From an optimization exercise on the open Yosys and OpenROAD flow, aimed at small area, a short achievable clock period and few clock cycles per item; shortcuts taken in it are not production practice. Function was checked by simulation only, so behaviour that the tests miss may differ from the original. The clock port is modelled as an ideal driver, which makes a skipped or thinned clock tree look cheaper than it is; a real chip needs a root buffer or a tree. No activity file was given, so power comes from the tool's default toggle rates.

## run A
// playfair_digraph_encryptor
module playfair_digraph_encryptor (
  input  logic        clk_i,
  input  logic        rst_ni,
  input  logic        psel,
  input  logic        penable,
  input  logic        pwrite,
  input  logic [4:0]  paddr,
  input  logic [31:0] pwdata,
  output logic [31:0] prdata,
  output logic        pready,
  input  logic        s_axis_tvalid,
  output logic        s_axis_tready,
  input  logic [7:0]  s_axis_tdata,    
  input  logic        s_axis_tlast,    
  output logic        m_axis_tvalid,
  input  logic        m_axis_tready,
  output logic [7:0]  m_axis_tdata,    
  output logic        m_axis_tlast     
);
Size in the first run: ~1000 cells after synthesis, about 220 flip-flops, about 97 I/O pins, about 12000 um2 of cells after synthesis.
export LEC_CHECK = 0
export CAP_MARGIN = 20
export CORE_MARGIN = 2
export CORE_UTILIZATION = 40
export SLEW_MARGIN = 20
create_clock -name core_clock -period 11.0 [get_ports {clk_i}]
standard.sh (not shown) runs the stock make flow with config.mk's settings and CLKGATE_MAP_FILE= SYNTH_SCRIPT=/design/flow/synth_recipe.tcl, a recipe that flattens the netlist after the stock synthesis.
==> flow/flow/run.sh <==
#!/bin/bash
set -euo pipefail
bash standard.sh "BUFFER_PORTS_ARGS=-buffer_cell sky130_fd_sc_hd__buf_1" \
  "PRE_CTS_TCL=$PWD/flow/mycts.tcl" \
  SETUP_SLACK_MARGIN=7.6 finish > flow_make.log 2>&1
Other scripts of this flow, unchanged in this note and not shown: flow/flow/mycts.tcl
Run A: full flow OK, the timing, design-rule and antenna checks passed
Testbench counts of run A, summed over its fixed seeds: cycles 10,430, items 9,600.
### run A -> run B
--- a/flow/flow/run.sh
+++ b/flow/flow/run.sh
@@ -4,2 +4,2 @@
   "PRE_CTS_TCL=$PWD/flow/mycts.tcl" \
-  SETUP_SLACK_MARGIN=7.6 finish > flow_make.log 2>&1
+  SETUP_SLACK_MARGIN=7.45 finish > flow_make.log 2>&1
Findings:
Against run A, run B comes in 80 ps lower on longest individual stage delay on the worst path.
Looking at power consumed by the clock network, run B sits about 2% lower than run A does.
Between run B and run A, cell area is lower for run B, run A comes in above that.
Between run B and run A, the difference in starting density of the core is negligible.
In the tables for run B and run A, overall power after layout reads higher with run A.
Period utilization: run B higher than run A
Compared run B vs run A, and sequential cell area share is up in run B.
Compared with run A, in run B number of standard cells after synthesis shows no meaningful change; post-route worst setup slack shows a reduction of 210 ps.
[inputs] run C vs run B
--- a/flow/flow/run.sh
+++ b/flow/flow/run.sh
@@ -4,2 +4,2 @@
   "PRE_CTS_TCL=$PWD/flow/mycts.tcl" \
-  SETUP_SLACK_MARGIN=7.45 finish > flow_make.log 2>&1
+  SETUP_SLACK_MARGIN=8.0 finish > flow_make.log 2>&1
--- outcome ---
Run C finished end to end and its layout was clean on timing, DRC and antenna. Sort run C and run B by area growth from synthesis to layout, ascending, and run B comes first. Of run C and run B, the run reporting the lower post-layout net count was run B. Looking at commonest non-fill, non-tap cell in the layout, the sky130_fd_sc_hd__mux2_2 result is from run B; the sky130_fd_sc_hd__mux2_4 one comes from run C. On run C: core utilization is 7.1 points higher than what run B gave. In the tables for run C and run B, combinational cell fraction of total power reads higher with run C.
## Diff of input files: run D against run C
--- a/flow/flow/run.sh
+++ b/flow/flow/run.sh
@@ -4,2 +4,2 @@
   "PRE_CTS_TCL=$PWD/flow/mycts.tcl" \
-  SETUP_SLACK_MARGIN=8.0 finish > flow_make.log 2>&1
+  SETUP_SLACK_MARGIN=7.8 finish > flow_make.log 2>&1
## What came out
Cmp run C and run D / global routing usage on met3 / higher: run C
Run C -> run D: post-synthesis cell type count delta 0, exact match
[compare] base=run C new=run D: largest stage delay on the critical path went down; final hold slack went down; setup slack went down; total met3 wirelength after detailed routing went down.
The via count normalized by instance count reported for run D is smaller than that of run C by about 4%.
--- input diff run D..run E ---
Settings: a change of CORE_UTILIZATION from 40 to 55.
==> flow/flow/run.sh <==
#!/bin/bash
set -euo pipefail
bash standard.sh "BUFFER_PORTS_ARGS=-buffer_cell sky130_fd_sc_hd__buf_4" \
  "PRE_CTS_TCL=$PWD/flow/mycts.tcl" \
  SETUP_SLACK_MARGIN=7.8 finish > flow_make.log 2>&1
Run E went all the way through the flow, and no timing, DRC or antenna check failed. Comparing run E and run D, the higher maximum resistive drop on vdd was measured on run E. Of the two values seen for kind of critical path, register to output port was produced by run E and primary input to register by run D. Summary of run E over run D: required time of the worst setup path down 2430 ps; cell area closely matched the old numbers; clock period minus final worst setup slack went down by 11 ps; critical path depth in cells -4. Between run E and run D, the difference in share of cell area taken by flip-flops and latches is negligible. [run E vs run D] worst path buffer plus inverter count: lower in run E. Run E: register-to-register slack is 20 ps higher than what run D reported. Sort run E and run D by reported net switching power desc -> top: run D. Run E — maximum clock frequency 0.36% higher, run D as reference.
In every run of this note, the design's own scripts or RTL, not TritonCTS, make the clock network.

-- re-timing with driven ports --
The results above use ideal ports. As a check the final layouts listed here were re-extracted and re-timed, cells and wires unchanged.
Step 1 (the two cells are an assumption about what drives the block):
set clk [get_ports {clk_i}]
set_driving_cell -lib_cell sky130_fd_sc_hd__clkbuf_16 $clk
set_driving_cell -lib_cell sky130_fd_sc_hd__buf_2 [delete_from_list [all_inputs] $clk]
Step 2 adds t to the input delays and takes it off the output delays; t is the mean of the earliest and latest rising clock arrival at the registers after step 1. Input paths then give back, and output paths get back, about the clock's delay inside the block.
Three values: ideal ports, drivers, drivers and shift; two values: the first two.
run | shift t [ns] | setup WS [ns] | latest minus earliest clock arrival (ns) | worst slew at a driven data input, ns | cell pins on the clock port's net
run A | 0.406 | 7.733 / 7.647 / 7.413 | 0.029 / 0.030 | 0.11 | 4
run B | 0.408 | 7.521 / 7.608 / 7.200 | 0.028 / 0.028 | 0.10 | 4
run C | 0.412 | 7.889 / 7.814 / 7.553 | 0.018 / 0.018 | 0.05 | 4
run D | 0.405 | 7.814 / 7.792 / 7.496 | 0.036 / 0.037 | 0.06 | 4
run E | 0.403 | 7.825 / 7.719 / 7.520 | 0.021 / 0.021 | 0.06 | 4
After both steps every run listed still meets setup and hold. The setup slack of run C, which loses most, moves by -0.075 ns with the drivers and by -0.336 ns with both steps.
